This is an optimization exercise on Yosys and OpenROAD, whose aim is small area, not a production implementation. RTL that was checked went through simulation tests only; none was proved equivalent to the original. Power figures rest on the tool's default switching activity, not on a simulated workload.

== job 103 ==
==> flow/design.v (excerpt) <==
module synth_top
(
	input  logic clk,
	input  logic trigger,
	input  logic sck,
	input  logic mosi,
	input  logic cs,
	output logic i2s_bck,
	output logic i2s_lrck,
	output logic i2s_din
);
	synth_pkg::pitch_t pitch;
	logic accept;	 
	spi_word_rx i_rx (
		.clk     (clk),
		.trigger (trigger),
		.sck     (sck),
		.mosi    (mosi),
		.cs      (cs),
		.pitch   (pitch),
		.accept  (accept)
	);
	logic [7:0] cnt;	 
	logic       first;	 
	logic       live;	 
	always_ff @(posedge clk or posedge trigger) begin
		if (trigger) begin
			cnt   <= 8'd0;
			first <= 1'b1;
			live  <= 1'b0;
		end else begin
			cnt   <= cnt + {7'd0, !first};
			first <= 1'b0;
			if (cnt == 8'd254)
				live <= 1'b1;
		end
	end
	logic [4:0] j;		 
	logic [2:0] slot;	 
	logic       step;	 
	logic       vslot;	 
	assign j     = cnt[4:0];
	assign slot  = cnt[7:5];
	assign step  = slot == 3'd0;
	assign vslot = slot == 3'd7;
	logic [8:0] m;
	logic       nz;
	logic       note_pend;
	always_ff @(posedge clk or posedge trigger) begin
		if (trigger) begin
			m         <= '0;
			nz        <= 1'b0;
			note_pend <= 1'b0;
		end else begin
			if (cnt == 8'd255) begin
				note_pend <= accept;	 
				if (note_pend) begin
					m  <= 9'd511;
					nz <= 1'b1;
				end else if (m != 9'd0) begin
					m <= m - 1'b1;
				end else begin
					nz <= 1'b0;
				end
			end else if (accept) begin
				note_pend <= 1'b1;
			end
		end
	end
	logic [15:0] snap;
	always_ff @(posedge clk) begin
		if (cnt == 8'd0)
			snap <= {pitch[8:0], pitch[15:9]};
		else
			snap <= {snap[0], snap[15:1]};
	end
	logic [31:0] a_r;
	logic [31:0] k_r;
	logic        a_in;
	logic        k_in;
	logic        kc;		 
	logic [1:0]  ac;		 
	logic        k_old, a_old, kci, pbit, cbit;
	logic [1:0]  aci;
	logic [2:0]  a_sum;
	assign k_old = k_r[0] & live;	 
	assign a_old = a_r[0] & live;
	assign kci   = (j == 5'd0) ? 1'b1 : kc;
	assign aci   = (j == 5'd0) ? 2'd0 : ac;
	assign pbit  = snap[0] & (j >= 5'd8) & (j <= 5'd23);
	assign cbit  = synth_pkg::SAW_BASE[j];
	assign a_sum = a_old + pbit + cbit + aci;
	assign k_in = step ? (k_old ^ kci) : k_r[0];
	assign a_in = step ? a_sum[0] : a_r[0];
	always_ff @(posedge clk) begin
		k_r <= {k_in, k_r[31:1]};
		a_r <= {a_in, a_r[31:1]};
  ...
export LEC_CHECK = 0
export CAP_MARGIN = 20
export CORE_MARGIN = 2
export CORE_UTILIZATION = 85
export CTS_BUF_LIST = sky130_fd_sc_hd__clkbuf_8
export CTS_CLUSTER_DIAMETER = 300
export CTS_CLUSTER_SIZE = 18
export SLEW_MARGIN = 20
create_clock -name core_clock -period 10.0 [get_ports {clk}]
run.sh (not shown) runs the stock make flow with config.mk's settings and CLKGATE_MAP_FILE= SYNTH_SCRIPT=/design/flow/synth_recipe.tcl, a recipe that flattens the netlist after the stock synthesis.
For job 102, these inputs were changed with respect to job 103:
Settings: swapping 85 for 70 in CORE_UTILIZATION.
Job 103: no failed stages, no open violations at the end
Job 102 finished end to end and its layout was clean on timing, DRC and antenna.
Job 102 and job 103 ended up with roughly the same logic depth of the worst register-to-register path.
Summary: first-iteration DRC count, job 102 better than job 103
There was hardly any difference in worst path buffer plus inverter count between job 103 and job 102.
Job 102 against job 103: mean instance size in the synthesized netlist neither gained nor lost much, hold slack lost 0.0070 ns, worst path setup slack after routing picked up an extra 0.58 ns, proportion of power drawn by combinational gates lost 3.7 points.
Job 102 vs job 103: part of the cycle the worst path needs down in job 102

* * *

Another version of the RTL of synth_top (not shown whole).
Size in the first run: ~550 cells after synthesis, about 220 flip-flops, roughly 0.0071 mm² of cells after synthesis.
Design synth_top, start of the top module:
module synth_top
(
	input  logic clk,
	input  logic trigger,
	input  logic sck,
	input  logic mosi,
	input  logic cs,
	output logic i2s_bck,
	output logic i2s_lrck,
	output logic i2s_din
);
clock: 10.0 ns
lec_check: 0
cap_margin: 20
core_margin: 2
core_utilization: 80
cts_buf_list: sky130_fd_sc_hd__clkbuf_8
cts_cluster_diameter: 300
cts_cluster_size: 18
slew_margin: 20
standard.sh (not shown) runs the stock make flow with config.mk's settings and CLKGATE_MAP_FILE= SYNTH_SCRIPT=/design/flow/synth_recipe.tcl, a recipe that flattens the netlist after the stock synthesis.
==> flow/flow/run.sh <==
#!/bin/bash
# The standard layout (standard.sh), with two changes: the clock tree is
# built without balancing dummy loads, in sink clusters of up to 18 behind
# clkbuf_8 buffers, from a clkbuf_4 root, and the ports are buffered with
# buf_1 cells. Each tool's output goes to flow.log.
set -euo pipefail
export CTS_ARGS="-sink_clustering_enable -repair_clock_nets -sink_clustering_size 18 -sink_clustering_max_diameter 300 -buf_list sky130_fd_sc_hd__clkbuf_8 -root_buf sky130_fd_sc_hd__clkbuf_4 -dont_use_dummy_load"
export BUFFER_PORTS_ARGS="-buffer_cell sky130_fd_sc_hd__buf_1"
bash standard.sh > flow.log 2>&1
The baseline completed without violations.
Rerun with:
==> flow/flow/run.sh (replaced) <==
#!/bin/bash
# The standard layout (standard.sh), with two changes: the clock tree is
# built without balancing dummy loads, in sink clusters of up to 19 behind
# clkbuf_8 buffers, from a clkbuf_2 root, and the ports are buffered with
# buf_1 cells. Each tool's output goes to flow.log.
set -euo pipefail
export CTS_ARGS="-sink_clustering_enable -repair_clock_nets -sink_clustering_size 19 -sink_clustering_max_diameter 300 -buf_list sky130_fd_sc_hd__clkbuf_8 -root_buf sky130_fd_sc_hd__clkbuf_2 -dont_use_dummy_load"
export BUFFER_PORTS_ARGS="-buffer_cell sky130_fd_sc_hd__buf_1"
bash standard.sh > flow.log 2>&1
After rerunning: The changed run completed without violations; final area is about the same; sequential share of layout area came out higher by 0.18 points; worst setup slack gets better by 0.13 ns; non-clock buffer count stays the same; die area does not change; wire length fell by 6.1%.

* * *

Setup of exp/violet:
synth_top, a different RTL version from the one above (not shown whole).
Size in the first run: ~220 flip-flops, about 7300 sq um of cells after synthesis.
Settings: LEC_CHECK=0, CAP_MARGIN=20, CORE_MARGIN=2, CORE_UTILIZATION=70, CTS_BUF_LIST=sky130_fd_sc_hd__clkbuf_8, CTS_CLUSTER_DIAMETER=300, CTS_CLUSTER_SIZE=18, SLEW_MARGIN=20; clock period 10.0 ns.
==> flow/flow/run.sh <==
#!/bin/bash
# The standard layout (standard.sh), with one change: the clock tree is
# built without balancing dummy loads, in sink clusters of up to 18 behind
# clkbuf_8 buffers, from a clkbuf_4 root. Each tool's output goes to flow.log.
set -euo pipefail
export CTS_ARGS="-sink_clustering_enable -repair_clock_nets -sink_clustering_size 18 -sink_clustering_max_diameter 300 -buf_list sky130_fd_sc_hd__clkbuf_8 -root_buf sky130_fd_sc_hd__clkbuf_4 -dont_use_dummy_load"
export BUFFER_PORTS_ARGS="-buffer_cell sky130_fd_sc_hd__buf_1"
bash standard.sh > flow.log 2>&1
## Diff of input files: exp/ember against exp/violet
==> flow/run.sh (new file) <==
#!/bin/bash
# synth_recipe.tcl (not shown) runs the flow's synth.tcl, then flattens the netlist and writes it again
# the make line also repeats each setting of config.mk as NAME=value (left out here)
make -C /OpenROAD-flow-scripts/flow DESIGN_CONFIG=/design/flow/config.mk WORK_HOME=/design/flow/orfs CLKGATE_MAP_FILE= SYNTH_SCRIPT=/design/flow/synth_recipe.tcl finish
removed: flow/flow/run.sh
removed: flow/standard.sh
==> comparison <==
exp/ember: no failed stages, no open violations at the end
| final critical-path required period | lower: exp/ember |
Compared with exp/violet, exp/ember shows routing usage on met3 lower by 0.31 points.
Looking at cell area after layout, exp/ember sits above exp/violet.
[exp/ember] sequential cell area share fell 0.83 points relative to exp/violet
Changes in exp/nickel relative to exp/ember:
==> flow/flow/run.sh (new file) <==
#!/bin/bash
# The standard layout (standard.sh), with one change: the clock tree is
# built without balancing dummy loads, in sink clusters of up to 18 behind
# clkbuf_8 buffers, from a clkbuf_4 root. Each tool's output goes to flow.log.
set -euo pipefail
export CTS_ARGS="-sink_clustering_enable -repair_clock_nets -sink_clustering_size 18 -sink_clustering_max_diameter 300 -buf_list sky130_fd_sc_hd__clkbuf_8 -root_buf sky130_fd_sc_hd__clkbuf_4 -dont_use_dummy_load"
bash standard.sh > flow.log 2>&1
==> flow/standard.sh (new file) <==
#!/bin/bash
# synth_recipe.tcl (not shown) runs the flow's synth.tcl, then flattens the netlist and writes it again
# the make line also repeats each setting of config.mk as NAME=value (left out here)
make -C /OpenROAD-flow-scripts/flow DESIGN_CONFIG=/design/flow/config.mk WORK_HOME=/design/flow/orfs CLKGATE_MAP_FILE= SYNTH_SCRIPT=/design/flow/synth_recipe.tcl "${@:-finish}"
removed: flow/run.sh
### Flow results
Any difference in global-route usage between exp/ember and exp/nickel is small enough to ignore.
exp/nickel ends up with a multi-input gate share of the layout cell area that is 0.23 points higher than in exp/ember.
Summary — switching power, exp/nickel relative to exp/ember: lower, by about 2.1%.
Post-route fraction of the period consumed by the critical path: exp/nickel vs exp/ember — no meaningful difference
All of exp/ember and exp/nickel finish clean.
--- input diff exp/nickel..exp/raven ---
==> flow/flow/run.sh <==
#!/bin/bash
# The standard layout, with the clock tree built without balancing dummy loads
# and with larger sink clusters; every step's output goes to flow.log here.
set -euo pipefail
export CTS_ARGS="-sink_clustering_enable -repair_clock_nets -sink_clustering_size 18 -sink_clustering_max_diameter 300 -buf_list sky130_fd_sc_hd__clkbuf_8 -dont_use_dummy_load"
bash standard.sh > flow.log 2>&1
--- outcome ---
- exp/raven: no failed stages, no open violations at the end
- The final layout from exp/nickel, which completed every stage, passed the timing, design-rule and antenna checks at the end of the flow.
- Delta (exp/raven minus exp/nickel): maximum frequency went down about 0.33%; sequential share of layout area held.
- Across both runs, final worst-path cycle share was higher for exp/raven than for exp/nickel.
- met1 usage in global routing of exp/raven is on par with exp/nickel.

* * *

branch maple:
Another version of the RTL of synth_top (not shown whole).
Size in the first run: ~220 flip-flops, about 8 I/O pins, ~7400 sq um of cells after synthesis.
## synth_top
module synth_top
(
	input  logic clk,
	input  logic trigger,
	input  logic sck,
	input  logic mosi,
	input  logic cs,
	output logic i2s_bck,
	output logic i2s_lrck,
	output logic i2s_din
);
	synth_pkg::pitch_t pitch;
	logic accept;	 
	spi_word_rx i_rx (
		.clk     (clk),
		.trigger (trigger),
		.sck     (sck),
		.mosi    (mosi),
		.cs      (cs),
		.pitch   (pitch),
		.accept  (accept)
	);
	logic [7:0] cnt;	 
	logic       first;	 
	logic       live;	 
	always_ff @(posedge clk or posedge trigger) begin
		if (trigger) begin
			cnt   <= 8'd255;
			first <= 1'b1;
			live  <= 1'b0;
		end else begin
			cnt   <= cnt + 1'b1;
			first <= 1'b0;
			if (cnt == 8'd254)
				live <= 1'b1;
		end
	end
	logic [4:0] j;		 
	logic [2:0] slot;	 
	logic       step;	 
	logic       vslot;	 
	assign j     = cnt[4:0];
	assign slot  = cnt[7:5];
	assign step  = slot == 3'd0;
	assign vslot = slot == 3'd7;
	logic [8:0] m;
	logic       nz;
	logic       note_pend;
	always_ff @(posedge clk or posedge trigger) begin
		if (trigger) begin
			m         <= '0;
			nz        <= 1'b0;
			note_pend <= 1'b0;
		end else begin
			if (cnt == 8'd255) begin
				note_pend <= accept;	 
				if (note_pend) begin
					m  <= 9'd511;
					nz <= 1'b1;
				end else if (m != 9'd0) begin
					m <= m - 1'b1;
				end else begin
					nz <= 1'b0;
				end
			end else if (accept) begin
				note_pend <= 1'b1;
			end
		end
	end
	logic [15:0] snap;
	always_ff @(posedge clk) begin
		if (cnt == 8'd0)
			snap <= {pitch[8:0], pitch[15:9]};
		else
			snap <= {snap[0], snap[15:1]};
	end
	logic [31:0] a_r;
	logic [31:0] k_r;
	logic        a_in;
	logic        k_in;
	logic        kc;		 
	logic [1:0]  ac;		 
	logic        k_old, a_old, kci, pbit, cbit;
	logic [1:0]  aci;
	logic [2:0]  a_sum;
	assign k_old = k_r[0] & live;	 
	assign a_old = a_r[0] & live;
	assign kci   = (j == 5'd0) ? 1'b1 : kc;
  ...
Settings: LEC_CHECK=0, CAP_MARGIN=20, CORE_MARGIN=2, CORE_UTILIZATION=60, CTS_BUF_LIST=sky130_fd_sc_hd__clkbuf_2 sky130_fd_sc_hd__clkbuf_4, SLEW_MARGIN=20; clock period 10.0 ns.
run.sh (not shown) runs the stock make flow with config.mk's settings and CLKGATE_MAP_FILE= SYNTH_SCRIPT=/design/flow/synth_recipe.tcl, a recipe that flattens the netlist after the stock synthesis.
Stock flow here: none of the scripts above is used.
Input changes introduced in branch lagoon (baseline for comparison: branch maple):
Settings: putting CTS_CLUSTER_SIZE at 30 where nothing was set; swapping sky130_fd_sc_hd__clkbuf_2 sky130_fd_sc_hd__clkbuf_4 for sky130_fd_sc_hd__clkbuf_4 in CTS_BUF_LIST; swapping 60 for 70 in CORE_UTILIZATION.
## What came out
branch maple was larger in final cell area than branch lagoon.
Compared to branch maple, branch lagoon reaches a higher achievable clock.
Diff branch maple -> branch lagoon | internal power of the cells | decrease of about 1.5%
NOTE detail-routed via count per cell branch maple->branch lagoon increased slightly
branch lagoon ends up with lower final instance count without filler cells than branch maple does.
The wire length reported by the detailed router on branch maple is in line with that on branch lagoon.
Delta(transition at the pin with the smallest max-transition slack, branch lagoon - branch maple) > 0
On pre-CTS setup slack, branch lagoon does better than branch maple.
Looking only at share of the clock period used by the worst path, and setting everything else aside, the lower value of branch lagoon and branch maple goes to branch lagoon.
Comparing starting density of the core for branch lagoon and branch maple, the bigger number came from branch lagoon.
No functional check of the RTL was part of any run of this note.

* * *

## before
Another version of the RTL of synth_top (not shown whole).
Size in the first run: ~550 cells after synthesis, ~220 flip-flops, roughly 8 I/O pins, roughly 0.0073 mm2 of cells after synthesis.
==> flow/config.mk <==
export PLATFORM = sky130hd
export DESIGN_NAME = synth_top
export DESIGN_NICKNAME = synth_top
export VERILOG_FILES = /design/flow/design.v
export SDC_FILE = /design/flow/constraint.sdc
export NUM_CORES = 4
export LEC_CHECK = 0
export CAP_MARGIN = 20
export CORE_MARGIN = 2
export CORE_UTILIZATION = 70
export CTS_BUF_LIST = sky130_fd_sc_hd__clkbuf_8
export CTS_CLUSTER_DIAMETER = 300
export CTS_CLUSTER_SIZE = 18
export SLEW_MARGIN = 20
==> flow/constraint.sdc <==
create_clock -name core_clock -period 10.0 [get_ports {clk}]
set_input_delay 2.0000 -clock core_clock [delete_from_list [all_inputs] [get_ports {clk}]]
set_output_delay 2.0000 -clock core_clock [all_outputs]
set_load 0.01 [all_outputs]
standard.sh (not shown) runs the stock make flow with config.mk's settings and CLKGATE_MAP_FILE= SYNTH_SCRIPT=/design/flow/synth_recipe.tcl, a recipe that flattens the netlist after the stock synthesis.
==> flow/flow/run.sh <==
#!/bin/bash
# The standard layout (standard.sh), with two changes: the clock tree is
# built without balancing dummy loads, in sink clusters of up to 18 behind
# clkbuf_8 buffers, from a clkbuf_4 root, and the ports are buffered with
# buf_1 cells. Each tool's output goes to flow.log.
set -euo pipefail
export CTS_ARGS="-sink_clustering_enable -repair_clock_nets -sink_clustering_size 18 -sink_clustering_max_diameter 300 -buf_list sky130_fd_sc_hd__clkbuf_8 -root_buf sky130_fd_sc_hd__clkbuf_4 -dont_use_dummy_load"
export BUFFER_PORTS_ARGS="-buffer_cell sky130_fd_sc_hd__buf_1"
bash standard.sh > flow.log 2>&1
Edits applied to the flow inputs when going from before to after:
# before
export LEC_CHECK = 0
export CAP_MARGIN = 20
export CORE_MARGIN = 2
export CORE_UTILIZATION = 70
export CTS_BUF_LIST = sky130_fd_sc_hd__clkbuf_8
export CTS_CLUSTER_DIAMETER = 300
export CTS_CLUSTER_SIZE = 18
export SLEW_MARGIN = 20
create_clock -name core_clock -period 10.0 [get_ports {clk}]
# after
export LEC_CHECK = 0
export CAP_MARGIN = 20
export CORE_MARGIN = 2
export CORE_UTILIZATION = 80
export CTS_BUF_LIST = sky130_fd_sc_hd__clkbuf_8
export CTS_CLUSTER_DIAMETER = 300
export CTS_CLUSTER_SIZE = 18
export SLEW_MARGIN = 20
create_clock -name core_clock -period 10.0 [get_ports {clk}]
==> flow/flow/run.sh <==
#!/bin/bash
# The standard layout (standard.sh), with two changes: the clock tree is
# built without balancing dummy loads, in sink clusters of up to 18 behind
# clkbuf_8 buffers, from a clkbuf_4 root, and the ports are buffered with
# buf_1 cells. Each tool's output goes to flow.log.
set -euo pipefail
export CTS_ARGS="-sink_clustering_enable -repair_clock_nets -sink_clustering_size 20 -sink_clustering_max_diameter 300 -buf_list sky130_fd_sc_hd__clkbuf_8 -root_buf sky130_fd_sc_hd__clkbuf_4 -dont_use_dummy_load"
export BUFFER_PORTS_ARGS="-buffer_cell sky130_fd_sc_hd__buf_1"
bash standard.sh > flow.log 2>&1
--- outcome ---
before → after: fraction of area in registers saw an increase; clock-cell share of area saw a decrease; minimum setup slack among reg-to-reg paths saw a decrease; utilization saw an increase; global-route usage saw an increase. Die outline area for after is lower than for before.

## separate check: timing with driven ports
How much do the figures lean on ideal ports? The routed layouts below were timed once more, with nothing changed but the port constraints.
Step 1 (the two cells are an assumption about what drives the block):
set clk [get_ports {clk}]
set_driving_cell -lib_cell sky130_fd_sc_hd__clkbuf_16 $clk
set_driving_cell -lib_cell sky130_fd_sc_hd__buf_2 [delete_from_list [all_inputs] $clk]
Step 2 adds t to the input delays and takes it off the output delays; t is the mean of the earliest and latest rising clock arrival at the registers after step 1. Input paths then give back, and output paths get back, about the clock's delay inside the block.
Slacks: ideal / step 1 / step 2; pairs: ideal / step 1.
run | t (ns) | setup slack, ns | latest minus earliest clock arrival (ns) | worst slew at a driven data input, ns
job 103 | 0.525 | 3.235 / 3.235 / 3.235 | 0.022 / 0.022 | 0.05
job 102 | 0.515 | 3.820 / 3.820 / 3.820 | 0.028 / 0.028 | 0.03
the first run of note 2 | 0.551 | 3.821 / 3.821 / 3.821 | 0.079 / 0.079 | 0.03
the second run of note 2 | 0.623 | 3.951 / 3.951 / 3.951 | 0.130 / 0.130 | 0.03
exp/violet | 0.575 | 3.775 / 3.775 / 3.775 | 0.032 / 0.032 | 0.03
exp/ember | 0.522 | 3.864 / 3.864 / 3.864 | 0.020 / 0.020 | 0.04
exp/nickel | 0.591 | 3.879 / 3.879 / 3.879 | 0.039 / 0.039 | 0.04
exp/raven | 0.508 | 3.859 / 3.859 / 3.859 | 0.024 / 0.023 | 0.04
branch maple | 0.664 | 3.578 / 3.578 / 3.578 | 0.046 / 0.046 | 0.03
branch lagoon | 0.602 | 3.702 / 3.702 / 3.702 | 0.037 / 0.038 | 0.03
before | 0.573 | 3.635 / 3.635 / 3.635 | 0.023 / 0.022 | 0.03
after | 0.585 | 3.569 / 3.569 / 3.569 | 0.015 / 0.015 | 0.03
After both steps every run listed still meets setup and hold.
